Source: an optimization exercise on an open RTL-to-GDS flow (aim: small area, a short achievable clock period and few clock cycles per item). Production flows keep margins and buffers that such runs may drop.
At most, simulation tests tie the RTL to the original design; equivalence was not proved.
Function not checked in runs 4 and 5: the RTL went through the layout flow alone.
Power figures rest on the tool's default switching activity, not on a simulated workload.

==> flow/design.v <==
`default_nettype none
module preemptive_priority_scheduler(
   input  wire              clock,
   input  wire              reset,
   input  wire              start,
   output logic             busy,
   input  wire [32:0]       req_data,
   output logic             rsp_valid,
   output logic [105:0]     rsp_data
);
   localparam int N = 16;
   function automatic logic [31:0] add32(input logic [31:0] a, input logic [31:0] b,
                                         input logic cin);
      logic [31:0] p, g, p0;
      p0 = a ^ b;
      p  = p0;
      g  = a & b;
      g[0] = g[0] | (p[0] & cin);
      for (int d = 1; d < 32; d = d * 2) begin
         for (int i = 31; i >= d; i--) begin
            g[i] = g[i] | (p[i] & g[i-d]);
            p[i] = p[i] & p[i-d];
         end
      end
      add32[0] = p0[0] ^ cin;
      for (int i = 1; i < 32; i++) add32[i] = p0[i] ^ g[i-1];
   endfunction
   function automatic logic [1:0] cmp8(input logic [7:0] a, input logic [7:0] b);
      logic [7:0] lt, eq;
      lt = ~a & b;
      eq = ~(a ^ b);
      for (int d = 1; d < 8; d = d * 2) begin
         for (int i = 0; i < 8; i += 2 * d) begin
            lt[i] = lt[i+d] | (eq[i+d] & lt[i]);
            eq[i] = eq[i+d] & eq[i];
         end
      end
      cmp8 = {lt[0], eq[0]};
   endfunction
   function automatic logic [1:0] cmp32(input logic [31:0] a, input logic [31:0] b);
      logic [31:0] lt, eq;
      lt = ~a & b;
      eq = ~(a ^ b);
      for (int d = 1; d < 32; d = d * 2) begin
         for (int i = 0; i < 32; i += 2 * d) begin
            lt[i] = lt[i+d] | (eq[i+d] & lt[i]);
            eq[i] = eq[i+d] & eq[i];
         end
      end
      cmp32 = {lt[0], eq[0]};
   endfunction
   logic        adm_ff;             
   logic        zb_ff;              
   logic        tk_ff;              
   logic [31:0] req_ff;
   logic [N-1:0] nb_ff;             
   wire [7:0]   r_id    = req_ff[31:24];
   wire [7:0]   r_pri   = req_ff[23:16];
   wire [15:0]  r_burst = req_ff[15:0];
   logic [N-1:0] valid_ff;
   logic         m_ff     [0:N-1][0:N-1];
   logic [7:0]   id_ff    [0:N-1];
   logic [7:0]   pri_ff   [0:N-1];
   logic [31:0]  arr_ff   [0:N-1];
   logic [15:0]  rem_ff   [0:N-1];
   logic [15:0]  bur_ff   [0:N-1];
   logic [31:0]  now_ff;
   logic         dirty_ff;          
   logic [N-1:0] scan_ff;           
   logic [N-1:0] scanp_ff;          
   logic         scan_done_ff;
   logic [N-1:0] abeat_ff;          
   logic         bt [0:N-1][0:N-1];     
   logic [N-1:0] win, one;
   logic [N-1:0] below_free;            
   logic [N-1:0] free1h;
   always_comb begin
      for (int i = 0; i < N; i++) begin
         for (int j = 0; j < N; j++) begin
            bt[i][j] = (i < j) ? m_ff[i][j] : (i > j) ? ~m_ff[j][i] : 1'b1;
         end
      end
      for (int i = 0; i < N; i++) begin
         win[i] = valid_ff[i];
         for (int j = 0; j < N; j++) begin
            if (j != i) win[i] = win[i] & (~valid_ff[j] | bt[i][j]);
         end
      end
      for (int i = 0; i < N; i++) begin
         one[i] = (rem_ff[i] == 16'd1);
      end
      below_free[0] = 1'b0;
      for (int j = 1; j < N; j++) begin
         below_free[j] = below_free[j-1] | ~valid_ff[j-1];
      end
      free1h = ~valid_ff & ~below_free;
   end
   wire any  = |valid_ff;
   wire full = &valid_ff;
   assign busy = adm_ff & dirty_ff & ~scan_done_ff;
   wire do_adm  = adm_ff & ~full & ~busy;
   wire do_tick = tk_ff;
   wire run     = do_tick & any;
   wire fin     = run & |(win & one);
   logic [N-1:0] rsel;
   logic [7:0]   id_r;
   logic [31:0]  arr_r;
   logic [15:0]  bur_r;
   always_comb begin
      rsel = win;
      if (busy) begin
         rsel = scan_ff;
      end
      id_r  = '0;
      arr_r = '0;
      bur_r = '0;
      for (int j = 0; j < N; j++) begin
         id_r  = id_r  | (id_ff[j]  & {8{rsel[j]}});
         arr_r = arr_r | (arr_ff[j] & {32{rsel[j]}});
         bur_r = bur_r | (bur_ff[j] & {16{rsel[j]}});
      end
   end
   logic [15:0] rem_dec [0:N-1];
   always_comb begin
      for (int j = 0; j < N; j++) begin
         for (int i = 0; i < 16; i++) begin
            rem_dec[j][i] = rem_ff[j][i] ^ ~|(rem_ff[j] & ((16'd1 << i) - 16'd1));
         end
      end
   end
   logic [31:0] r1_arr;
   wire [1:0] scan_c = cmp32(now_ff, r1_arr);
   wire       scan_abeat = scan_c[1] | (scan_c[0] & |(scanp_ff & below_free));
   always_ff @(posedge clock) begin
      for (int j = 0; j < N; j++) begin
         if (do_adm && free1h[j]) begin
            id_ff[j]  <= r_id;
            pri_ff[j] <= r_pri;
            arr_ff[j] <= now_ff;
            bur_ff[j] <= r_burst;
         end
         if (do_adm && free1h[j]) begin
            rem_ff[j] <= r_burst;
         end else if (run && win[j]) begin
            rem_ff[j] <= rem_dec[j];
         end
         if (busy && scanp_ff[j]) begin
            abeat_ff[j] <= scan_abeat;
         end
      end
      for (int i = 0; i < N; i++) begin
         for (int j = i + 1; j < N; j++) begin
            if (do_adm && free1h[i]) begin
               m_ff[i][j] <= nb_ff[j];
            end else if (do_adm && free1h[j]) begin
               m_ff[i][j] <= ~nb_ff[i];
            end
         end
      end
   end
   logic [31:0] now_inc;
   always_comb begin
      for (int i = 0; i < 32; i++) begin
         now_inc[i] = now_ff[i] ^ &(now_ff | ~((32'd1 << i) - 32'd1));
      end
   end
   always_ff @(posedge clock) begin
      if (reset) begin
         valid_ff     <= '0;
         now_ff       <= '0;
         dirty_ff     <= 1'b0;
         scan_ff      <= 16'd1;
         scanp_ff     <= '0;
         scan_done_ff <= 1'b0;
      end else begin
         if (do_adm) begin
            valid_ff <= valid_ff | free1h;
         end else if (fin) begin
            valid_ff <= valid_ff & ~win;
         end
         if (do_tick) begin
            now_ff <= now_inc;
         end
         if (do_tick && (&now_ff) && any) begin
            dirty_ff <= 1'b1;
         end else if (!any && !do_adm) begin
            dirty_ff <= 1'b0;
         end
         if (busy) begin
            scan_ff      <= scan_ff << 1;
            scanp_ff     <= scan_ff;
            scan_done_ff <= ~|scan_ff & ~|scanp_ff;
         end else begin
            scan_ff      <= 16'd1;
            scanp_ff     <= '0;
            scan_done_ff <= 1'b0;
         end
      end
   end
   wire [7:0] c_pri = busy ? r_pri : req_data[23:16];
   wire [1:0] c_new  = cmp8(c_pri, r_pri);
   wire       nb_new = c_new[1];
   logic [1:0] c_slot [0:N-1];
   always_comb begin
      for (int j = 0; j < N; j++) c_slot[j] = cmp8(c_pri, pri_ff[j]);
   end
   always_ff @(posedge clock) begin
      if (reset) begin
         adm_ff <= 1'b0;
         zb_ff  <= 1'b0;
         tk_ff  <= 1'b0;
      end else if (!busy) begin
         adm_ff <= start & ~req_data[32] & (req_data[15:0] != 16'd0);
         zb_ff  <= start & ~req_data[32] & (req_data[15:0] == 16'd0);
         tk_ff  <= start & req_data[32];
      end
      if (!busy) begin
         req_ff <= req_data[31:0];
      end
      for (int j = 0; j < N; j++) begin
         nb_ff[j] <= free1h[j] ? nb_new :
                     (c_slot[j][1] | (c_slot[j][0] & dirty_ff & abeat_ff[j]));
      end
   end
   logic        r1_v, r2_v;
   logic [1:0]  r1_kind;
   logic [7:0]  r1_id;
   logic [15:0] r1_bur;
   logic [105:0] r2_data;
   wire adm_rsp = zb_ff | (adm_ff & full & ~busy);
   wire [31:0] nbx = ~{16'd0, r1_bur};
   wire [31:0] na  = ~r1_arr;
   wire [31:0] cs_s = now_ff ^ na ^ nbx;
   wire [31:0] cs_c = (now_ff & na) | (now_ff & nbx) | (na & nbx);
   wire [31:0] tat  = add32(now_ff, na, 1'b1);
   wire [31:0] wt   = add32(cs_s, {cs_c[30:0], 1'b1}, 1'b1);
   always_ff @(posedge clock) begin
      if (reset) begin
         r1_v <= 1'b0;
         r2_v <= 1'b0;
      end else begin
         r1_v <= adm_rsp | fin;
         r2_v <= r1_v;
      end
      r1_kind <= tk_ff ? 2'd0 : (zb_ff ? 2'd2 : 2'd1);
      r1_id   <= tk_ff ? id_r : r_id;
      r1_arr  <= arr_r;
      r1_bur  <= bur_r;
      if (r1_kind == 2'd0) begin
         r2_data <= {r1_kind, r1_id, now_ff, tat, wt};
      end else begin
         r2_data <= {r1_kind, r1_id, 96'd0};
      end
   end
   assign rsp_valid = r2_v;
   assign rsp_data  = r2_data;
endmodule
`default_nettype wire
==> flow/run.sh <==
#!/bin/bash
# synth_recipe.tcl (not shown) runs the flow's synth.tcl, then flattens the netlist and writes it again
# the make line also repeats each setting of config.mk as NAME=value (left out here)
make -C /OpenROAD-flow-scripts/flow DESIGN_CONFIG=/design/flow/config.mk WORK_HOME=/design/flow/orfs CLKGATE_MAP_FILE= SYNTH_SCRIPT=/design/flow/synth_recipe.tcl finish
==> flow/config.mk <==
export PLATFORM = sky130hd
export DESIGN_NAME = preemptive_priority_scheduler
export DESIGN_NICKNAME = preemptive_priority_scheduler
export VERILOG_FILES = /design/flow/design.v
export SDC_FILE = /design/flow/constraint.sdc
export NUM_CORES = 4
export LEC_CHECK = 0
export CAP_MARGIN = 20
export CORE_MARGIN = 2
export CORE_UTILIZATION = 55
export CTS_CLUSTER_DIAMETER = 80
export CTS_CLUSTER_SIZE = 25
export SETUP_SLACK_MARGIN = 2.8
export SLEW_MARGIN = 20
==> flow/constraint.sdc <==
create_clock -name core_clock -period 6.0 [get_ports {clock}]
set_input_delay 1.2000 -clock core_clock [delete_from_list [all_inputs] [get_ports {clock}]]
set_output_delay 1.2000 -clock core_clock [all_outputs]
set_load 0.01 [all_outputs]
==> summary.txt, run 1 <==
largest net degree at the start of global routing=71; first-pass GRT wire length=316 mm; Num CTS Buffers=89; initial cell density of the core=0.553; global route total overflow=0; Worst R2R Start=valid_ff[13]$_SDFFE_PP0P_; CP startpoint=dirty_ff$_SDFFE_PP0P_; leakage power=29.3 nW; most frequent cells in the layout=edfxtp_1 (1,448), nor2_1 (507), nand2_1 (383); fin. max-slew vios=0; VDD IR max=0.000226 V; starting DRC count in detailed routing=5,733; worst setup path class=reg2out; Setup crit start kind=register; CTS root buf=clkbuf_16; DR DRC count=0; proportion of layout cells with a drive suffix above 1=0.115; cts hold-fix bufs=0; Critical Path End Type=output pin; Largest delay share family, worst path=buffers and inverters; relative slew slack=0.319; GP Congestion=0.988; CP max stage delay=0.41 ns; 1st-pass router iterations=7; status=complete, no violations; average wire per cell in the routed design=29.0 um; area taken by multi-input logic gates=23,500 um^2; crit-path cells=nand3b_1 -> buf_12 -> inv_2 -> buf_12 -> clkdlybuf4s15_2; Reg area=48,700 um^2; critical path data required time=4.80 ns; post-synthesis async set-or-reset flop share=0; hold wc startpoint=r1_id[6]$_DFF_P_; Setup TNS Final=0 ns; Worst Path Max Fanout=17; worst path bufs/invs=4; Post-Syn Area per Cell=13.1 um^2; HPWL Detailed=131 mm; H-Tree Depth=3; EDFF count, synth=1,448; IO buf count=143; clk latency of the worst-skew pair=0.74 ns; die area=137,000 um^2; Clock Tree Buf Depth=3; Die Y=369 um; initial antenna violation count=4; Tcrit/Tclk final=0.557; Setup Skew=0.0314 ns; # fillers=10,307; actual slew at the worst max-slew pin=1.02 ns; core area=133,000 um^2; vias=48,038; Primary FF master, synth=edfxtp_1; final WL=221 mm; Post-layout nets=6,160; CP arrival=2.14 ns; Seq cells post-synth=1,700; Final Critical Period=3.34 ns; RSZ-0062 raised after global routing=yes; CP dominant cell by count=buf_12; ANT nets after route=0; reg2reg end=r1_arr[3]$_DFF_P_; Pwr Density=258 nW/um^2; # clock sinks=1,700; Placement Setup Slack=1.70 ns; vias per inst=6.31; sequential area share after synthesis=0.661; Post-Syn Nets=5,982; I/O Pins=144; synthesized cell area=73,500 um^2; Final setup viols=0; CTS tree=yes; most common cell after layout, fill and taps aside=edfxtp_1; Worst Hold Depth=0; Hold/Removal Path Class=reg2reg; floorplan row count=134; Reg2Reg Setup Slack=2.73 ns; cells after synthesis=5,600; Clock transition at path regs=0.10 ns; Area Growth Syn to Fin=12.2%; Die W=369 um; Distinct cells, synth=83; Ys Warns=10; hold path endpoint=r2_data[102]$_DFF_P_; final hold vios=0; number of global-route vias before repair=45,852; MaxCap Viol Count=0; R2R depth=8; gr usage total=0.318; setup ws final=2.66 ns; Crit-path slowest cell=dfxtp_4; fmax=299 MHz
-- state kept, by name (all words and copies together), names as in the netlist, 2 cells and up --
register,flops
arr_ff,512
bur_ff,256
rem_ff,256
id_ff,128
pri_ff,128
m_ff,120
r2_data,106
now_ff,32
r1_arr,32
req_ff,32
abeat_ff,16
nb_ff,16
r1_bur,16
scanp_ff,16
valid_ff,16
r1_id,8
r1_kind,2
-- metrics by stage --
stage	instances	power, mW	instance area, um^2	util	hold WS [ns]
final	7619	21.2	82500	0.620	0.335
after global routing	7618	21.8	82400	0.620	0.344
after CTS	7568	21.2	81500	0.613	0.336
after detailed placement	7332	14.3	77300	0.581	0.315
after global placement	7331	14.3	77300	0.581	0.313
after floorplan	5600	13.8	73700	-	0.310
-- cells in the mapped netlist, types with 15 or more instances --
library cell | count | area [um^2]
edfxtp_1 | 1448 | 43500
nor2_1 | 511 | 1920
nand2_1 | 391 | 1470
a21oi_1 | 339 | 1700
ha_1 | 329 | 4120
inv_1 | 263 | 987
dfxtp_1 | 252 | 5040
a22o_1 | 220 | 1930
a221oi_1 | 219 | 1920
o21ai_0 | 163 | 816
clkbuf_1 | 134 | 503
xnor2_1 | 134 | 1170
o21a_1 | 132 | 991
buf_2 | 130 | 651
nand2b_1 | 92 | 576
nand4_1 | 81 | 507
nor3_1 | 68 | 340
xor2_1 | 67 | 587
nor4_1 | 60 | 375
a22oi_1 | 50 | 375
a21o_1 | 49 | 368
nand3_1 | 45 | 225
o2111ai_1 | 32 | 280
buf_1 | 26 | 97.6
nor2b_1 | 26 | 163
mux2i_1 | 21 | 210
or2_2 | 20 | 125
a211oi_1 | 18 | 135
a31oi_1 | 18 | 113
and3_1 | 18 | 113
a31o_2 | 17 | 149
fa_1 | 17 | 340
or3_1 | 15 | 93.8
-- report_power, final --
group	internal, mW	total [mW]	switching [mW]	leakage, nW
sequential	12.8	12.9	0.104	15.3
clock	3.04	7.07	4.04	1.39
combinational	0.514	1.26	0.749	12.6
-- timing repair --
item                                   4_1_cts  5_1_grt
gates resized for setup                    182      132
setup buffers                               64       48
setup endpoints to repair                 1584      761
cloned                                       9        2
pin swaps                                   31       38
endpoints found under the hold margin        0        0
-- cell type report --
cell class | count | area share
Multi-Input combinational cell | 3328 | 0.285
Clock inverter | 40 | 0.00610
Inverter | 268 | 0.0133
Sequential cell | 1700 | 0.590
Tap cell | 1768 | 0.0268
Timing Repair Buffer | 388 | 0.0487
Clock buffer | 123 | 0.0289
Antenna cell | 1 | 0.0000304
Timing Repair inverter | 3 | 0.000273
-- cell families (layout without fill, tap and decap cells) --
kind of cell	count (synthesis)	after routing	synth area share
muxes	21	21	0.00286
other	0	1	0
AOI/OAI and AO/OA	1369	1371	0.132
and+or+nand+nor	1387	1389	0.0871
DFF	1700	1700	0.661
xor gates and xnor gates	201	201	0.0240
adders and majority gates	346	346	0.0607
buffers and inverters	576	822	0.0327
-- per-layer routing --
layer / vias to the layer above / routed length [um] / global-route usage
li1: 21372 / - / -
met1: 24260 / 89100 / 0.433
met2: 2014 / 108000 / 0.534
met3: 388 / 15800 / 0.0385
met4: 4 / 8500 / 0.104
met5: - / 27 / 0
-- worst reg2reg max path, delay by kind of cell, from the launching register on --
family / cells / cell delay (ns)
AOI/OAI and AO/OA: 4 / 1.09
buffers and inverters: 2 / 0.62
and+or+nand+nor: 2 / 0.73
DFF: 1 / 0.54
-- worst max-delay path by stage --
| stage | cells after the start | slack (ns) | end |
|---|---|---|---|
| finish | 5 | 2.66 | busy |
| detailed placement | 9 | 1.70 | r1_arr[3]$_DFF_P_ |
| floorplan | 12 | 2.65 | arr_ff[7][0]$_DFFE_PP_ |
| CTS | 5 | 2.51 | busy |
| global route | 5 | 2.60 | busy |
| global placement | 9 | 1.69 | r1_arr[3]$_DFF_P_ |
Testbench counts, summed over its fixed seeds: cycles 12,018, beats 12,000.
==> run 2: changes to the inputs <==
--- a/flow/config.mk
+++ b/flow/config.mk
@@ -7,7 +7,7 @@
 export LEC_CHECK = 0
 export CAP_MARGIN = 20
 export CORE_MARGIN = 2
-export CORE_UTILIZATION = 55
+export CORE_UTILIZATION = 62
 export CTS_CLUSTER_DIAMETER = 80
 export CTS_CLUSTER_SIZE = 25
 export SETUP_SLACK_MARGIN = 2.8
==> summary.txt, run 2 <==
Ys Warns=10; Worst Path Max Fanout=5; leakage power=29.3 nW; Clk pwr share=0.321; Clock transition at path regs=0.10 ns; CP max stage delay=0.60 ns; H-Tree Depth=3; Seq cells post-synth=1,700; GP Congestion=1.03; gr usage total=0.358; Setup Skew=0.0275 ns; average wire per cell in the routed design=29.8 um; Distinct cells, synth=83; Synth top cells by count=edfxtp_1 (1,448), nor2_1 (511), nand2_1 (391); global route total overflow=0; Post-layout nets=6,173; cells after synthesis=5,600; fmax=311 MHz; max reg flops=512; CP dominant cell by count=a21oi_2; vias per inst=6.65; actual slew at the worst max-slew pin=1.22 ns; ranking of synthesized cells by area=edfxtp_1 (59%), dfxtp_1 (6.9%), ha_1 (5.6%); Crit-path slowest cell=fa_2; CTS root buf=clkbuf_16; Hold/Removal Path Class=reg2reg; EDFF count, synth=1,448; Primary FF master, synth=edfxtp_1; Clock Tree Buf Depth=3; Setup TNS Final=0 ns; largest area contributor in the netlist=edfxtp_1; most frequent cells in the layout=edfxtp_1 (1,448), nor2_1 (508), nand2_1 (381); Die Y=348 um; top flop regs=arr_ff x512, bur_ff x256, rem_ff x256; proportion of layout cells with a drive suffix above 1=0.116; hold_ws=0.328 ns; Comb power frac=0.061; Worst R2R Start=now_ff[1]$_SDFFE_PP0P_; first-pass GRT wire length=316 mm; final WL=220 mm; register bank with the most flops=arr_ff; # clock sinks=1,700; cell-internal power=16.1 mW; initial antenna violation count=2; Synth top area share=0.592; VDD IR max=0.000221 V; Sw Ratio=0.227; final hold vios=0; post-synthesis async set-or-reset flop share=0; CTS tree=yes; I/O Pins=144; synthesized cell area=73,500 um^2; crit-path cells=buf_6 -> fa_2 -> ha_4 -> o211ai_1 -> a21oi_2 -> nor3_4 -> o31ai_2 -> a31o_2 -> a211o_1 -> a21oi_2 -> o21a_1 -> mux2i_1; DR DRC count=0; Pwr Total=20.8 mW; Setup crit start kind=register; Antenna Cells=0; number of global-route vias before repair=46,878; CP startpoint=now_ff[1]$_SDFFE_PP0P_; vias=49,162; Num CTS Buffers=83; RSZ-0062 raised after global routing=yes; starting DRC count in detailed routing=6,057; worst setup path class=reg2reg; floorplan row count=126; sequential area share after synthesis=0.661; IO buf count=143; Area Growth Syn to Fin=11.7%; MaxCap Viol Count=0; net load switching power=4.73 mW; 1st-pass router iterations=6; Final setup viols=0; die area=121,000 um^2; ANT nets after route=0; CP arrival=3.85 ns; Final Cell Area=82,100 um^2; Post-Syn Nets=5,982; critical path data required time=6.64 ns; Critical Path End Type=register; placed cell area=77,000 um^2; initial cell density of the core=0.624; status=complete, no violations; utilization after layout=0.697; hold wc startpoint=r1_id[6]$_DFF_P_; relative slew slack=0.185; Die W=348 um; Pwr Density=254 nW/um^2; core area=118,000 um^2; clk latency of the worst-skew pair=0.73 ns; HPWL Detailed=128 mm; fin. max-slew vios=0; most common cell after layout, fill and taps aside=edfxtp_1; Final Critical Period=3.21 ns; most common cell in the netlist=edfxtp_1; share of power burned in registers=0.619; largest net degree at the start of global routing=85; Tcrit/Tclk final=0.535; Post-Syn Area per Cell=13.1 um^2
run 2: cell counts after synthesis:
Identical to the previous run, type by type.
run 2: final timing paths:
| check | depth (start not counted) | to | slack, ns |
|---|---|---|---|
| setup / recovery | 12 | r2_data[21]$_SDFF_PP0_ | 2.79 |
| hold / removal | 0 | r2_data[102]$_DFF_P_ | 0.33 |
| setup reg to reg | 12 | r2_data[21]$_SDFF_PP0_ | 2.79 |
| hold reg to reg | 0 | r2_data[102]$_DFF_P_ | 0.33 |
run 2: cells by family after synthesis:
logic type | Yosys count | synth area share
DFF | 1700 | 0.661
muxes | 21 | 0.00286
AOI/OAI and AO/OA | 1369 | 0.132
xor gates and xnor gates | 201 | 0.0240
buffers and inverters | 576 | 0.0327
adders and majority gates | 346 | 0.0607
and+or+nand+nor | 1387 | 0.0871
run 2: area by class of cell:
type,instances,area [um^2]
multi-input cells,3332,23500
inverters,268,1120
clock buffers,124,2250
fillers,8242,35700
well taps,1536,1920
clock inverters,27,350
flip-flops and latches,1700,48700
repair buffers,402,4160
repair inverters,4,31.3
run 2: timing repair:
action | in CTS | in global routing
pin swaps | 31 | 27
setup endpoints to repair | 1869 | 947
gates resized for setup | 225 | 103
cloned | 16 | 8
hold buffers | 0 | 0
setup buffers | 80 | 32
run 2: critical path: cells and delay by family (launching register included):
kind / cells / cell delay [ns]
flip-flops: 1 / 0.36
AND/OR/NAND/NOR: 1 / 0.26
adder cells (fa/ha/maj): 2 / 0.81
multiplexers: 1 / 0.17
buffers and inverters: 1 / 0.13
AO/OA/AOI/OAI: 7 / 1.41
run 2: metal layers:
metal | up-vias | share of wire | GRT usage
met1 | 24425 | 0.38 | 0.486
met3 | 522 | 0.094 | 0.0486
met2 | 2809 | 0.48 | 0.591
met4 | 2 | 0.048 | 0.140
met5 | - | 0.000059 | 0
li1 | 21404 | - | -
run 2: power by group through the flow:
stage,Sequential (mW),Clock [mW],Combinational [mW]
floorplan,13.2,0,0.667
global placement,13.2,0,1.11
detailed placement,13.2,0,1.12
CTS,12.9,6.71,1.18
global route,12.9,7.10,1.36
finish,12.9,6.68,1.26
run 2: stage by stage:
step	setup slack, ns	std cells
3_3_place_gp	1.44	7105
5_1_grt	2.69	7393
4_1_cts	2.73	7353
6_report	2.79	7393
3_5_place_dp	1.31	7106
2_1_floorplan	2.65	5600
==> run 3: changes to the inputs <==
==> flow/flow/run.sh (new file) <==
#!/bin/bash
# The standard layout (the standard.sh, standard synthesis included), with
# one change: buffer_ports makes the input and output port buffers of buf_2
# cells instead of the delay buffers it picks on its own.
set -o pipefail
export BUFFER_PORTS_ARGS="-buffer_cell sky130_fd_sc_hd__buf_2"
bash standard.sh finish > standard.log 2>&1
==> flow/standard.sh (new file) <==
#!/bin/bash
# synth_recipe.tcl (not shown) runs the flow's synth.tcl, then flattens the netlist and writes it again
# the make line also repeats each setting of config.mk as NAME=value (left out here)
make -C /OpenROAD-flow-scripts/flow DESIGN_CONFIG=/design/flow/config.mk WORK_HOME=/design/flow/orfs CLKGATE_MAP_FILE= SYNTH_SCRIPT=/design/flow/synth_recipe.tcl "${@:-finish}"
--- a/flow/config.mk
+++ b/flow/config.mk
@@ -7,8 +7,8 @@
 export LEC_CHECK = 0
 export CAP_MARGIN = 20
 export CORE_MARGIN = 2
-export CORE_UTILIZATION = 62
+export CORE_UTILIZATION = 55
 export CTS_CLUSTER_DIAMETER = 80
 export CTS_CLUSTER_SIZE = 25
-export SETUP_SLACK_MARGIN = 2.8
+export SETUP_SLACK_MARGIN = 2.5
 export SLEW_MARGIN = 20
removed: flow/run.sh
==> summary.txt, run 3 <==
status=complete, no violations; # clock sinks=1,700; MaxCap Viol Count=0; post-synthesis compound-gate area fraction=0.132; Ys Warns=10; most common cell in the netlist=edfxtp_1; final hold vios=0; HPWL Detailed=134 mm; ANT nets after route=0; CP startpoint=valid_ff[15]$_SDFFE_PP0P_; gr usage total=0.320; Hold/Removal Path Class=reg2reg; cts hold-fix bufs=0; relative slew slack=0.243; Pwr Total=21.2 mW; 1st-pass router iterations=5; number of global-route vias before repair=45,670; most common cell after layout, fill and taps aside=edfxtp_1; final WL=221 mm; Post-Synth Adder-Cell Area=0.0607; ranking of synthesized cells by area=edfxtp_1 (59%), dfxtp_1 (6.9%), ha_1 (5.6%); Final setup viols=0; max reg flops=512; Pwr Density=262 nW/um^2; Die Y=369 um; Setup crit start kind=register; DR DRC count=0; Synth top cells by count=edfxtp_1 (1,448), nor2_1 (511), nand2_1 (391); Final Critical Period=3.61 ns; die area=137,000 um^2; Clock Tree Buf Depth=3; hold wc startpoint=r1_id[3]$_DFF_P_; EDFF count, synth=1,448; Placement Setup Slack=1.43 ns; sequential area share after synthesis=0.661; global route total overflow=0; actual slew at the worst max-slew pin=1.13 ns; vias=47,452; Crit-path slowest cell=dfxtp_1; initial antenna violation count=14; Synth top area share=0.592; cells after synthesis=5,600; largest area contributor in the netlist=edfxtp_1; Worst Hold Depth=0; most frequent cells in the layout=edfxtp_1 (1,448), nor2_1 (510), nand2_1 (381); GP Congestion=1.00; VDD IR max=0.000253 V; mux contribution to synthesized area=0.00286; average wire per cell in the routed design=29.3 um; Setup Skew=0.0484 ns; starting DRC count in detailed routing=5,806; R2R depth=9; Post-Syn Nets=5,982; Critical Path End Type=register; Seq cells post-synth=1,700; setup ws final=2.39 ns; IO buf count=143; fin. max-slew vios=0; top flop regs=arr_ff x512, bur_ff x256, rem_ff x256; first-pass GRT wire length=317 mm; register bank with the most flops=arr_ff; Primary FF master, synth=edfxtp_1; largest net degree at the start of global routing=89; # fillers=10,388; CTS root buf=clkbuf_16; Post-Syn Area per Cell=13.1 um^2; Worst R2R Start=valid_ff[15]$_SDFFE_PP0P_; critical path data required time=6.67 ns; Post-layout nets=6,109; I/O Pins=144; Area Growth Syn to Fin=9.96%; initial cell density of the core=0.553; fmax=277 MHz; CTS tree=yes; CP max stage delay=0.72 ns; vias per inst=6.27; Num CTS Buffers=86; Worst Path Max Fanout=16; leakage power=29.2 nW; H-Tree Depth=3; floorplan row count=134; RSZ-0062 raised after global routing=yes; main combinational cell family by area after synthesis=compound AO/OA/AOI/OAI gates; worst setup path class=reg2reg; worst path bufs/invs=1; crit-path cells=inv_4 -> o2111a_1 -> nand4_1 -> nor3_2 -> nor4_1 -> a41o_1 -> nand2b_4 -> o21ai_0 -> a21oi_1; post-synthesis xor/xnor area fraction=0.0240; proportion of layout cells with a drive suffix above 1=0.116; post-synthesis async set-or-reset flop share=0; simple logic cell fraction of the synthesized area=0.0871; CP arrival=4.28 ns; clk latency of the worst-skew pair=0.76 ns; Clock transition at path regs=0.10 ns; Setup TNS Final=0 ns; synthesized cell area=73,500 um^2; Tcrit/Tclk final=0.601; WP depth=9; Die W=369 um; core area=133,000 um^2; Largest delay share family, worst path=simple AND/OR/NAND/NOR gates; Distinct cells, synth=83
run 3: cells by family after synthesis:
group                    count (synthesis)
AO/OA/AOI/OAI                         1369
XOR/XNOR                               201
adder cells (fa/ha/maj)                346
buffers and inverters                  576
flip-flops                            1700
multiplexers                            21
AND/OR/NAND/NOR                       1387
run 3: cell type report:
| type | count | area [um^2] | share of cell area |
|---|---|---|---|
| inverters | 268 | 1170 | 0.0145 |
| flip-flops and latches | 1700 | 48600 | 0.602 |
| repair buffers | 343 | 2780 | 0.0344 |
| repair inverters | 1 | 7.51 | 0.0000929 |
| diodes | 1 | 2.50 | 0.0000310 |
| well taps | 1768 | 2210 | 0.0274 |
| multi-input cells | 3327 | 23100 | 0.286 |
| clock buffers | 122 | 2330 | 0.0288 |
| clock inverters | 37 | 541 | 0.00669 |
run 3: worst paths after layout:
path	endpoint	slack (ns)
max	valid_ff[3]$_SDFFE_PP0P_	2.39
min reg2reg	r2_data[99]$_DFF_P_	0.32
min	r2_data[99]$_DFF_P_	0.32
max reg2reg	valid_ff[3]$_SDFFE_PP0P_	2.39
run 3: timing repair:
action | CTS | global route
hold endpoints to repair | 0 | 0
resized for setup | 126 | 70
endpoints found under the setup margin | 1755 | 603
setup buffers | 32 | 14
cloned | 6 | 2
pin swaps | 9 | 6
run 3: worst register-to-register path, stage by stage, from the launching register on:
cell and delay (ns):
dfxtp_1 0.72, inv_4 0.25, o2111a_1 0.31, nand4_1 0.50, nor3_2 0.18, nor4_1 0.65, a41o_1 0.31, nand2b_4 0.30
o21ai_0 0.14, a21oi_1 0.17
run 3: power by group:
group,switching (mW),internal (mW)
clock network,3.97,3.14
logic,0.725,0.420
registers,0.0963,12.8
run 3: metrics by stage:
stage	cells	utilization	instance area (um^2)	hold slack (ns)
after floorplan	5600	-	73500	0.310
after global placement	7351	0.576	76600	0.310
after detailed placement	7353	0.576	76600	0.314
after CTS	7550	0.605	80400	0.330
after global routing	7566	0.608	80800	0.334
final	7567	0.608	80800	0.318
run 3: routing by layer:
metal | share of wire | track usage
met1 | 0.41 | 0.436
met4 | 0.036 | 0.114
met2 | 0.48 | 0.533
met3 | 0.070 | 0.0378
met5 | 0.00012 | 0
==> run 4: changes to the inputs <==
--- a/flow/design.v
+++ b/flow/design.v
@@ -53,11 +53,15 @@
    logic        zb_ff;              
    logic        tk_ff;              
    logic [31:0] req_ff;
-   logic [N-1:0] nb_ff;             
+   logic [N-1:0] lt_ff;             
+   logic [N-1:0] eq_ff;             
+   logic         busy_ff;
    wire [7:0]   r_id    = req_ff[31:24];
    wire [7:0]   r_pri   = req_ff[23:16];
    wire [15:0]  r_burst = req_ff[15:0];
    logic [N-1:0] valid_ff;
+   logic [N-1:0] free_ff;           
+   logic         full_ff;
    logic         m_ff     [0:N-1][0:N-1];
    logic [7:0]   id_ff    [0:N-1];
    logic [7:0]   pri_ff   [0:N-1];
@@ -67,13 +71,15 @@
    logic [31:0]  now_ff;
    logic         dirty_ff;          
    logic [N-1:0] scan_ff;           
-   logic [N-1:0] scanp_ff;          
    logic         scan_done_ff;
    logic [N-1:0] abeat_ff;          
    logic         bt [0:N-1][0:N-1];     
    logic [N-1:0] win, one;
    logic [N-1:0] below_free;            
    logic [N-1:0] free1h;
+   logic [N-1:0] below_free2;           
+   logic [N-1:0] free2;                 
+   logic [N-1:0] above_free;            
    always_comb begin
       for (int i = 0; i < N; i++) begin
          for (int j = 0; j < N; j++) begin
@@ -93,11 +99,22 @@
       for (int j = 1; j < N; j++) begin
          below_free[j] = below_free[j-1] | ~valid_ff[j-1];
       end
-      free1h = ~valid_ff & ~below_free;
+      free1h = free_ff;
+      below_free2[0] = 1'b0;
+      for (int j = 1; j < N; j++) begin
+         below_free2[j] = below_free2[j-1] | ~(valid_ff[j-1] | free_ff[j-1]);
+      end
+      free2 = ~(valid_ff | free_ff) & ~below_free2;
+      above_free[N-1] = 1'b0;
+      for (int j = N - 2; j >= 0; j--) begin
+         above_free[j] = above_free[j+1] | free_ff[j+1];
+      end
    end
    wire any  = |valid_ff;
-   wire full = &valid_ff;
-   assign busy = adm_ff & dirty_ff & ~scan_done_ff;
+   wire full = full_ff;
+   wire win_below_free = |(win & above_free);
+   assign busy = busy_ff;
+   wire [N-1:0] nb_ff = lt_ff | (eq_ff & abeat_ff & {N{dirty_ff}});
    wire do_adm  = adm_ff & ~full & ~busy;
    wire do_tick = tk_ff;
    wire run     = do_tick & any;
@@ -128,9 +145,9 @@
          end
       end
    end
-   logic [31:0] r1_arr;
-   wire [1:0] scan_c = cmp32(now_ff, r1_arr);
-   wire       scan_abeat = scan_c[1] | (scan_c[0] & |(scanp_ff & below_free));
+   logic [31:0] r1_na;
+   wire [1:0] scan_c = cmp32(now_ff, arr_r);
+   wire       scan_abeat = scan_c[1] | (scan_c[0] & |(scan_ff & below_free));
    always_ff @(posedge clock) begin
       for (int j = 0; j < N; j++) begin
          if (do_adm && free1h[j]) begin
@@ -144,7 +161,7 @@
          end else if (run && win[j]) begin
             rem_ff[j] <= rem_dec[j];
          end
-         if (busy && scanp_ff[j]) begin
+         if (busy && scan_ff[j]) begin
             abeat_ff[j] <= scan_abeat;
          end
       end
@@ -164,76 +181,84 @@
          now_inc[i] = now_ff[i] ^ &(now_ff | ~((32'd1 << i) - 32'd1));
       end
    end
+   wire dirty_d = (do_tick && (&now_ff) && any) ? 1'b1 :
+                  (!any && !do_adm) ? 1'b0 : dirty_ff;
+   wire scan_done_d = busy && scan_ff[N-1];
+   wire adm_d = busy ? adm_ff :
+                (start & ~req_data[32] & (req_data[15:0] != 16'd0));
    always_ff @(posedge clock) begin
       if (reset) begin
          valid_ff     <= '0;
+         free_ff      <= 16'd1;
+         full_ff      <= 1'b0;
          now_ff       <= '0;
          dirty_ff     <= 1'b0;
          scan_ff      <= 16'd1;
-         scanp_ff     <= '0;
          scan_done_ff <= 1'b0;
       end else begin
          if (do_adm) begin
             valid_ff <= valid_ff | free1h;
+            free_ff  <= free2;
+            full_ff  <= ~|free2;
          end else if (fin) begin
             valid_ff <= valid_ff & ~win;
+            free_ff  <= (full_ff | win_below_free) ? win : free_ff;
+            full_ff  <= 1'b0;
          end
          if (do_tick) begin
             now_ff <= now_inc;
          end
-         if (do_tick && (&now_ff) && any) begin
-            dirty_ff <= 1'b1;
-         end else if (!any && !do_adm) begin
-            dirty_ff <= 1'b0;
-         end
+         dirty_ff     <= dirty_d;
+         scan_done_ff <= scan_done_d;
          if (busy) begin
-            scan_ff      <= scan_ff << 1;
-            scanp_ff     <= scan_ff;
-            scan_done_ff <= ~|scan_ff & ~|scanp_ff;
+            scan_ff <= scan_ff << 1;
          end else begin
-            scan_ff      <= 16'd1;
-            scanp_ff     <= '0;
-            scan_done_ff <= 1'b0;
-         end
-      end
-   end
-   wire [7:0] c_pri = busy ? r_pri : req_data[23:16];
+            scan_ff <= 16'd1;
+         end
+      end
+   end
+   wire [7:0] c_pri = req_data[23:16];
    wire [1:0] c_new  = cmp8(c_pri, r_pri);
-   wire       nb_new = c_new[1];
    logic [1:0] c_slot [0:N-1];
    always_comb begin
       for (int j = 0; j < N; j++) c_slot[j] = cmp8(c_pri, pri_ff[j]);
    end
    always_ff @(posedge clock) begin
       if (reset) begin
-         adm_ff <= 1'b0;
-         zb_ff  <= 1'b0;
-         tk_ff  <= 1'b0;
-      end else if (!busy) begin
-         adm_ff <= start & ~req_data[32] & (req_data[15:0] != 16'd0);
+         adm_ff  <= 1'b0;
+         zb_ff   <= 1'b0;
+         tk_ff   <= 1'b0;
+         busy_ff <= 1'b0;
+      end else begin
+         adm_ff  <= adm_d;
+         busy_ff <= adm_d & dirty_d & ~scan_done_d;
+      end
+      if (!reset && !busy) begin
          zb_ff  <= start & ~req_data[32] & (req_data[15:0] == 16'd0);
          tk_ff  <= start & req_data[32];
       end
       if (!busy) begin
          req_ff <= req_data[31:0];
       end
-      for (int j = 0; j < N; j++) begin
-         nb_ff[j] <= free1h[j] ? nb_new :
-                     (c_slot[j][1] | (c_slot[j][0] & dirty_ff & abeat_ff[j]));
+      if (!busy) begin
+         for (int j = 0; j < N; j++) begin
+            lt_ff[j] <= free1h[j] ? c_new[1] : c_slot[j][1];
+            eq_ff[j] <= free1h[j] ? c_new[0] : c_slot[j][0];
+         end
       end
    end
    logic        r1_v, r2_v;
    logic [1:0]  r1_kind;
    logic [7:0]  r1_id;
-   logic [15:0] r1_bur;
+   logic [31:0] r1_s, r1_c;
    logic [105:0] r2_data;
    wire adm_rsp = zb_ff | (adm_ff & full & ~busy);
-   wire [31:0] nbx = ~{16'd0, r1_bur};
-   wire [31:0] na  = ~r1_arr;
-   wire [31:0] cs_s = now_ff ^ na ^ nbx;
-   wire [31:0] cs_c = (now_ff & na) | (now_ff & nbx) | (na & nbx);
-   wire [31:0] tat  = add32(now_ff, na, 1'b1);
-   wire [31:0] wt   = add32(cs_s, {cs_c[30:0], 1'b1}, 1'b1);
+   wire [31:0] nbx  = ~{16'd0, bur_r};
+   wire [31:0] na   = ~arr_r;
+   wire [31:0] cs_s = now_inc ^ na ^ nbx;
+   wire [31:0] cs_c = (now_inc & na) | (now_inc & nbx) | (na & nbx);
+   wire [31:0] tat  = add32(now_ff, r1_na, 1'b1);
+   wire [31:0] wt   = add32(r1_s, {r1_c[30:0], 1'b1}, 1'b1);
    always_ff @(posedge clock) begin
       if (reset) begin
          r1_v <= 1'b0;
@@ -244,8 +269,9 @@
       end
       r1_kind <= tk_ff ? 2'd0 : (zb_ff ? 2'd2 : 2'd1);
       r1_id   <= tk_ff ? id_r : r_id;
-      r1_arr  <= arr_r;
-      r1_bur  <= bur_r;
+      r1_na   <= na;
+      r1_s    <= cs_s;
+      r1_c    <= cs_c;
       if (r1_kind == 2'd0) begin
          r2_data <= {r1_kind, r1_id, now_ff, tat, wt};
       end else begin
==> summary.txt, run 4 <==
I/O Pins=144; # fillers=10,715; mux contribution to synthesized area=0.00144; Setup crit start kind=register; Pwr Density=265 nW/um^2; utilization after layout=0.623; hold_ws=0.336 ns; vias=51,635; EDFF count, synth=1,482; Area Growth Syn to Fin=12.2%; gr usage total=0.335; global route total overflow=0; Setup Skew=0.0481 ns; starting DRC count in detailed routing=6,345; first-pass GRT wire length=343 mm; sequential area share after synthesis=0.660; number of global-route vias before repair=49,050; simple logic cell fraction of the synthesized area=0.0939; ranking of synthesized cells by area=edfxtp_1 (58%), dfxtp_1 (7.8%), ha_1 (5.4%); hold path endpoint=r2_data[100]$_DFF_P_; Distinct cells, synth=81; status=complete, no violations; Setup TNS Final=0 ns; Die W=377 um; fin cells=8,084; VDD IR max=0.000297 V; largest net degree at the start of global routing=90; DP Cell Count=7,783; register bank with the most flops=arr_ff; cells after synthesis=5,950; reg2reg end=abeat_ff[6]$_DFFE_PP_; CTS root buf=clkbuf_16; cts hold-fix bufs=0; worst setup path class=reg2reg; GP Congestion=0.987; Placement Setup Slack=0.461 ns; Post-Syn Nets=6,333; max reg flops=512; Post-layout nets=6,601; CP arrival=5.22 ns; initial antenna violation count=6; MaxCap Viol Count=0; Final Critical Period=4.71 ns; R2R depth=16; Synth top area share=0.582; setup ws final=1.29 ns; fmax=212 MHz; Synth top cells by count=edfxtp_1 (1,482), nor2_1 (558), nand2_1 (427); proportion of layout cells with a drive suffix above 1=0.142; CTS tree=yes; Reg2Reg Setup Slack=1.29 ns; Die Y=377 um; Hold/Removal Path Class=reg2reg; die area=142,000 um^2; HPWL Detailed=152 mm; Post-Synth Adder-Cell Area=0.0585; leakage power=31.7 nW; RSZ-0062 raised after global routing=yes; Final setup viols=0; hold wc startpoint=r1_id[4]$_DFF_P_; fin. max-slew vios=0; post-synthesis async set-or-reset flop share=0; final hold vios=0; top flop regs=arr_ff x512, bur_ff x256, rem_ff x256; Num CTS Buffers=95; most common cell after layout, fill and taps aside=edfxtp_1; clk latency of the worst-skew pair=0.78 ns; post-synthesis compound-gate area fraction=0.127; IO buf count=143; most common cell in the netlist=edfxtp_1; final WL=238 mm; placed cell area=80,400 um^2; most frequent cells in the layout=edfxtp_1 (1,482), nor2_1 (554), nand2_1 (411); Worst Path Max Fanout=8; 1st-pass router iterations=6; H-Tree Depth=3; post-synthesis xor/xnor area fraction=0.0268; Worst Hold Depth=0; Post-Syn Area per Cell=12.8 um^2; largest area contributor in the netlist=edfxtp_1; vias per inst=6.39; Clock transition at path regs=0.10 ns; Primary FF master, synth=edfxtp_1; Ys Warns=10; actual slew at the worst max-slew pin=1.20 ns; critical path data required time=6.51 ns; ANT nets after route=0; Final Cell Area=85,800 um^2; synthesized cell area=76,400 um^2; floorplan row count=136; relative slew slack=0.197; core area=138,000 um^2; average wire per cell in the routed design=29.5 um; initial cell density of the core=0.555; Worst R2R Start=m_ff[56]$_DFFE_PP_; Tcrit/Tclk final=0.785; Critical Path End Type=register; main combinational cell family by area after synthesis=compound AO/OA/AOI/OAI gates; DR DRC count=0; Pwr Total=22.7 mW; Clock Tree Buf Depth=3; # clock sinks=1,779; Seq cells post-synth=1,779
-- run 4: per-layer routing --
layer | vias to the layer above | global-route usage | routed length (um)
met1 | 25808 | 0.499 | 102000
met2 | 2622 | 0.507 | 106000
met3 | 420 | 0.0471 | 22000
met4 | 0 | 0.110 | 8750
li1 | 22785 | - | -
met5 | - | 0 | 0
-- run 4: power by group --
part	leakage, nW	internal, mW	switching [mW]	total (mW)
Combinational	14.2	0.621	1.02	1.64
Clock	1.51	3.27	4.31	7.57
Sequential	16.1	13.4	0.0767	13.5
Total	31.7	17.3	5.40	22.7
-- run 4: worst max-delay path: stages (launching register included) --
cell	delay, ns
edfxtp_1	0.48
a22oi_1	0.23
o221ai_1	0.19
or4_4	0.62
o21ai_2	0.54
buf_4	0.25
a22oi_1	0.09
nand4_1	0.09
or3_1	0.26
ha_1	0.31
nor3_1	0.19
a211o_1	0.17
o21ai_1	0.07
or4_4	0.44
a31oi_4	0.26
o21ai_4	0.09
buf_12	0.15
-- run 4: cells by family after synthesis --
group / count (synthesis)
mux: 11
xor+xnor: 234
compound gates: 1437
buf+inv: 604
flops: 1779
simple gates: 1538
fa+ha+maj: 347
-- run 4: layout make-up --
class | instances | area (um^2) | area share
well taps | 1794 | 2240 | 0.0262
repair inverters | 1 | 7.51 | 0.0000875
flip-flops and latches | 1779 | 50500 | 0.589
diodes | 2 | 5.00 | 0.0000583
multi-input cells | 3569 | 24400 | 0.285
clock inverters | 50 | 606 | 0.00706
clock buffers | 117 | 2540 | 0.0297
inverters | 273 | 1100 | 0.0129
repair buffers | 499 | 4280 | 0.0499
-- run 4: worst max path at each step --
stage	startpoint	end
final	m_ff[56]$_DFFE_PP_	abeat_ff[6]$_DFFE_PP_
after global routing	valid_ff[12]$_SDFFE_PP0P_	abeat_ff[8]$_DFFE_PP_
after CTS	valid_ff[12]$_SDFFE_PP0P_	abeat_ff[8]$_DFFE_PP_
after detailed placement	valid_ff[15]$_SDFFE_PP0P_	abeat_ff[5]$_DFFE_PP_
after global placement	valid_ff[0]$_SDFFE_PP0P_	abeat_ff[8]$_DFFE_PP_
after floorplan	valid_ff[14]$_SDFFE_PP0P_	abeat_ff[0]$_DFFE_PP_
-- run 4: timing repair --
action / 4_1_cts / 5_1_grt
hold endpoints to repair: 0 / 0
pin swaps: 49 / 45
cloned: 6 / 0
gates resized for setup: 160 / 75
setup buffers: 110 / 16
endpoints found under the setup margin: 382 / 70
==> run 5: changes to the inputs <==
--- a/flow/design.v
+++ b/flow/design.v
@@ -70,7 +70,7 @@
    logic [15:0]  bur_ff   [0:N-1];
    logic [31:0]  now_ff;
    logic         dirty_ff;          
-   logic [N-1:0] scan_ff;           
+   logic [4:0]   scan_ff;           
    logic         scan_done_ff;
    logic [N-1:0] abeat_ff;          
    logic         bt [0:N-1][0:N-1];     
@@ -126,7 +126,8 @@
    always_comb begin
       rsel = win;
       if (busy) begin
-         rsel = scan_ff;
+         rsel = '0;
+         rsel[scan_ff[3:0]] = ~scan_ff[4];
       end
       id_r  = '0;
       arr_r = '0;
@@ -146,8 +147,10 @@
       end
    end
    logic [31:0] r1_na;
-   wire [1:0] scan_c = cmp32(now_ff, arr_r);
-   wire       scan_abeat = scan_c[1] | (scan_c[0] & |(scan_ff & below_free));
+   wire [3:0] scan_k = scan_ff[3:0] - 4'd1;
+   wire [1:0] scan_c = cmp32(now_ff, ~r1_na);
+   wire       scan_abeat = scan_c[1] | (scan_c[0] & below_free[scan_k]);
+   wire       scan_cmp = busy && (scan_ff != 5'd0) && (scan_ff <= 5'd16);
    always_ff @(posedge clock) begin
       for (int j = 0; j < N; j++) begin
          if (do_adm && free1h[j]) begin
@@ -161,7 +164,7 @@
          end else if (run && win[j]) begin
             rem_ff[j] <= rem_dec[j];
          end
-         if (busy && scan_ff[j]) begin
+         if (scan_cmp && scan_k == 4'(j)) begin
             abeat_ff[j] <= scan_abeat;
          end
       end
@@ -183,7 +186,7 @@
    end
    wire dirty_d = (do_tick && (&now_ff) && any) ? 1'b1 :
                   (!any && !do_adm) ? 1'b0 : dirty_ff;
-   wire scan_done_d = busy && scan_ff[N-1];
+   wire scan_done_d = busy && (scan_ff == 5'd17);
    wire adm_d = busy ? adm_ff :
                 (start & ~req_data[32] & (req_data[15:0] != 16'd0));
    always_ff @(posedge clock) begin
@@ -193,7 +196,7 @@
          full_ff      <= 1'b0;
          now_ff       <= '0;
          dirty_ff     <= 1'b0;
-         scan_ff      <= 16'd1;
+         scan_ff      <= '0;
          scan_done_ff <= 1'b0;
       end else begin
          if (do_adm) begin
@@ -211,9 +214,9 @@
          dirty_ff     <= dirty_d;
          scan_done_ff <= scan_done_d;
          if (busy) begin
-            scan_ff <= scan_ff << 1;
+            scan_ff <= scan_ff + 5'd1;
          end else begin
-            scan_ff <= 16'd1;
+            scan_ff <= '0;
          end
       end
    end
==> flow/run.sh (new file) <==
#!/bin/bash
# synth_recipe.tcl (not shown) runs the flow's synth.tcl, then flattens the netlist and writes it again
# the make line also repeats each setting of config.mk as NAME=value (left out here)
make -C /OpenROAD-flow-scripts/flow DESIGN_CONFIG=/design/flow/config.mk WORK_HOME=/design/flow/orfs CLKGATE_MAP_FILE= SYNTH_SCRIPT=/design/flow/synth_recipe.tcl finish
removed: flow/flow/run.sh
removed: flow/standard.sh
==> summary.txt, run 5 <==
status=complete, no violations; Seq cells post-synth=1,768; reg2reg end=abeat_ff[4]$_DFFE_PP_; sequential area share after synthesis=0.656; floorplan row count=136; Tcrit/Tclk final=0.588; Clock transition at path regs=0.10 ns; Final setup viols=0; Placement Setup Slack=1.12 ns; Hold/Removal Path Class=reg2reg; Num CTS Buffers=92; most frequent cells in the layout=edfxtp_1 (1,482), nor2_1 (548), nand2_1 (380); DP Cell Count=7,762; IO buf count=143; VDD IR max=0.000284 V; H-Tree Depth=3; vias per inst=6.42; DR DRC count=0; ranking of synthesized cells by area=edfxtp_1 (58%), dfxtp_1 (7.5%), ha_1 (5.5%); EDFF count, synth=1,482; fmax=283 MHz; hold path endpoint=r2_data[96]$_DFF_P_; Pwr Density=257 nW/um^2; Setup Skew=0.0332 ns; Clock Tree Buf Depth=3; Post-Syn Nets=6,373; average wire per cell in the routed design=29.2 um; core area=138,000 um^2; Worst R2R Start=scan_ff[0]$_SDFF_PP0_; most common cell in the netlist=edfxtp_1; Post-layout nets=6,549; mux contribution to synthesized area=0.00422; RSZ-0062 raised after global routing=yes; top flop regs=arr_ff x512, bur_ff x256, rem_ff x256; relative slew slack=0.294; placed cell area=80,900 um^2; Setup TNS Final=0 ns; R2R depth=12; starting DRC count in detailed routing=6,929; Worst Hold Depth=0; vias=51,536; post-synthesis compound-gate area fraction=0.125; simple logic cell fraction of the synthesized area=0.0992; cts hold-fix bufs=0; # clock sinks=1,768; Post-Synth Adder-Cell Area=0.0595; hold_ws=0.332 ns; first-pass GRT wire length=339 mm; CTS tree=yes; post-synthesis xor/xnor area fraction=0.0239; CTS root buf=clkbuf_16; Reg2Reg Setup Slack=2.47 ns; Area Growth Syn to Fin=11.8%; Die Y=377 um; Antenna Cells=0; gr usage total=0.327; leakage power=31.2 nW; final hold vios=0; HPWL Detailed=147 mm; Setup crit start kind=register; number of global-route vias before repair=49,023; MaxCap Viol Count=0; utilization after layout=0.621; worst setup path class=reg2reg; setup ws final=2.47 ns; cells after synthesis=5,983; largest area contributor in the netlist=edfxtp_1; fin. max-slew vios=0; fin cells=8,028; main combinational cell family by area after synthesis=compound AO/OA/AOI/OAI gates; proportion of layout cells with a drive suffix above 1=0.0999; die area=142,000 um^2; CP startpoint=scan_ff[0]$_SDFF_PP0_; hold wc startpoint=r1_id[0]$_DFF_P_; Critical Path End Type=register; Post-Syn Area per Cell=12.8 um^2; actual slew at the worst max-slew pin=1.06 ns; max reg flops=512; synthesized cell area=76,600 um^2; Worst Path Max Fanout=16; initial antenna violation count=6; Die W=377 um; Ys Warns=10; Synth top cells by count=edfxtp_1 (1,482), nor2_1 (551), nand2_1 (398); GP Congestion=0.990; Pwr Total=22.0 mW; CP arrival=4.01 ns; largest net degree at the start of global routing=89; clk latency of the worst-skew pair=0.76 ns; 1st-pass router iterations=8; most common cell after layout, fill and taps aside=edfxtp_1; I/O Pins=144; Final Critical Period=3.53 ns; critical path data required time=6.48 ns; final WL=235 mm; register bank with the most flops=arr_ff; ANT nets after route=0; post-synthesis async set-or-reset flop share=0; Distinct cells, synth=93; Primary FF master, synth=edfxtp_1; Synth top area share=0.581; Final Cell Area=85,600 um^2; global route total overflow=0; initial cell density of the core=0.555
[run 5: changes by cell type after synthesis, moves of 32 or more]
cell,before,now
a222oi_1,0,105
a22o_1,88,18
clkbuf_1,171,226
nand3_1,49,104
buf_2,85,41
o21ai_0,249,207
and3_1,20,52
[run 5: critical path, cell delays in order, from the launching register on]
cell and delay [ns]:
dfxtp_4 0.37, buf_4 0.14, buf_4 0.16, nor2_4 0.20, nand2_1 0.18, a2bb2oi_4 0.22
buf_4 0.15, a2111o_1 0.46, a41oi_2 0.31, o211ai_1 0.28, a31oi_2 0.38, o21ai_1 0.15
buf_4 0.23
[run 5: where the power goes]
group          total, mW  switching [mW]  internal, mW
clock network       7.40            4.25          3.15
logic               1.22           0.771         0.445
registers           13.4          0.0904          13.3
total               22.0            5.11          16.9
[run 5: metal layers]
| metal | track usage | wire, um | vias to the layer above |
|---|---|---|---|
| li1 | - | - | 22835 |
| met5 | 0 | 0 | - |
| met2 | 0.500 | 106000 | 2599 |
| met1 | 0.487 | 100000 | 25718 |
| met4 | 0.102 | 7990 | 0 |
| met3 | 0.0424 | 20900 | 384 |
[run 5: what timing repair did]
item,CTS,global route
endpoints found under the setup margin,386,185
pin swaps,32,51
buffers inserted,59,31
endpoints found under the hold margin,0,0
cloned,4,3
gates resized for setup,97,93
[run 5: kinds of logic (layout without fill, tap and decap cells)]
group / Yosys count / in the layout
flip-flops: 1768 / 1768
AND/OR/NAND/NOR: 1601 / 1601
AO/OA/AOI/OAI: 1393 / 1397
buffers and inverters: 630 / 877
adder cells (fa/ha/maj): 354 / 354
XOR/XNOR: 209 / 209
multiplexers: 28 / 28
[run 5: final cells by class]
class	count	area, um^2
fillers	10747	52200
inverters	299	1210
well taps	1794	2240
clock inverters	43	584
repair buffers	409	3910
clock buffers	126	2460
multi-input cells	3589	24900
flip-flops and latches	1768	50300
[run 5: worst max path at each step]
stage | end | slack (ns) | cells after the start
2_1_floorplan | r1_s[14]$_DFF_P_ | 2.51 | 14
3_3_place_gp | r1_s[5]$_DFF_P_ | 1.23 | 13
3_5_place_dp | r1_s[7]$_DFF_P_ | 1.12 | 13
4_1_cts | r1_s[6]$_DFF_P_ | 2.44 | 13
5_1_grt | r1_s[10]$_DFF_P_ | 2.39 | 15
6_report | abeat_ff[4]$_DFFE_PP_ | 2.47 | 12

-- re-timing with driven ports --
Ports are ideal in the flow. The routed layouts listed here were re-timed in OpenROAD. Step 1 sets driving cells, clkbuf_16 on the clock port and buf_2 on the other inputs (assumed; they add their load-dependent delay and slew). Step 2 adds t to the input delays and takes it off the output delays; t is the mean of the earliest and latest rising clock arrival at the registers after step 1. Input paths then give back, and output paths get back, about the clock's delay inside the block. Slacks: ideal ports / drivers / drivers and shift; pairs: ideal ports / drivers.
| run | t, ns | setup WS [ns] | cell pins on the clock port's net |
|---|---|---|---|
| run 1 | 0.806 | 2.658 / 2.576 / 2.299 | 1 |
| run 2 | 0.794 | 2.789 / 2.782 / 2.195 | 1 |
| run 3 | 0.825 | 2.392 / 2.392 / 2.392 | 1 |
| run 4 | 0.828 | 1.290 / 1.290 / 1.290 | 1 |
| run 5 | 0.830 | 2.470 / 2.453 / 1.852 | 1 |
After both steps every run listed still meets setup and hold. The setup slack of run 5, which loses most, moves by -0.017 ns with the drivers and by -0.618 ns with both steps.
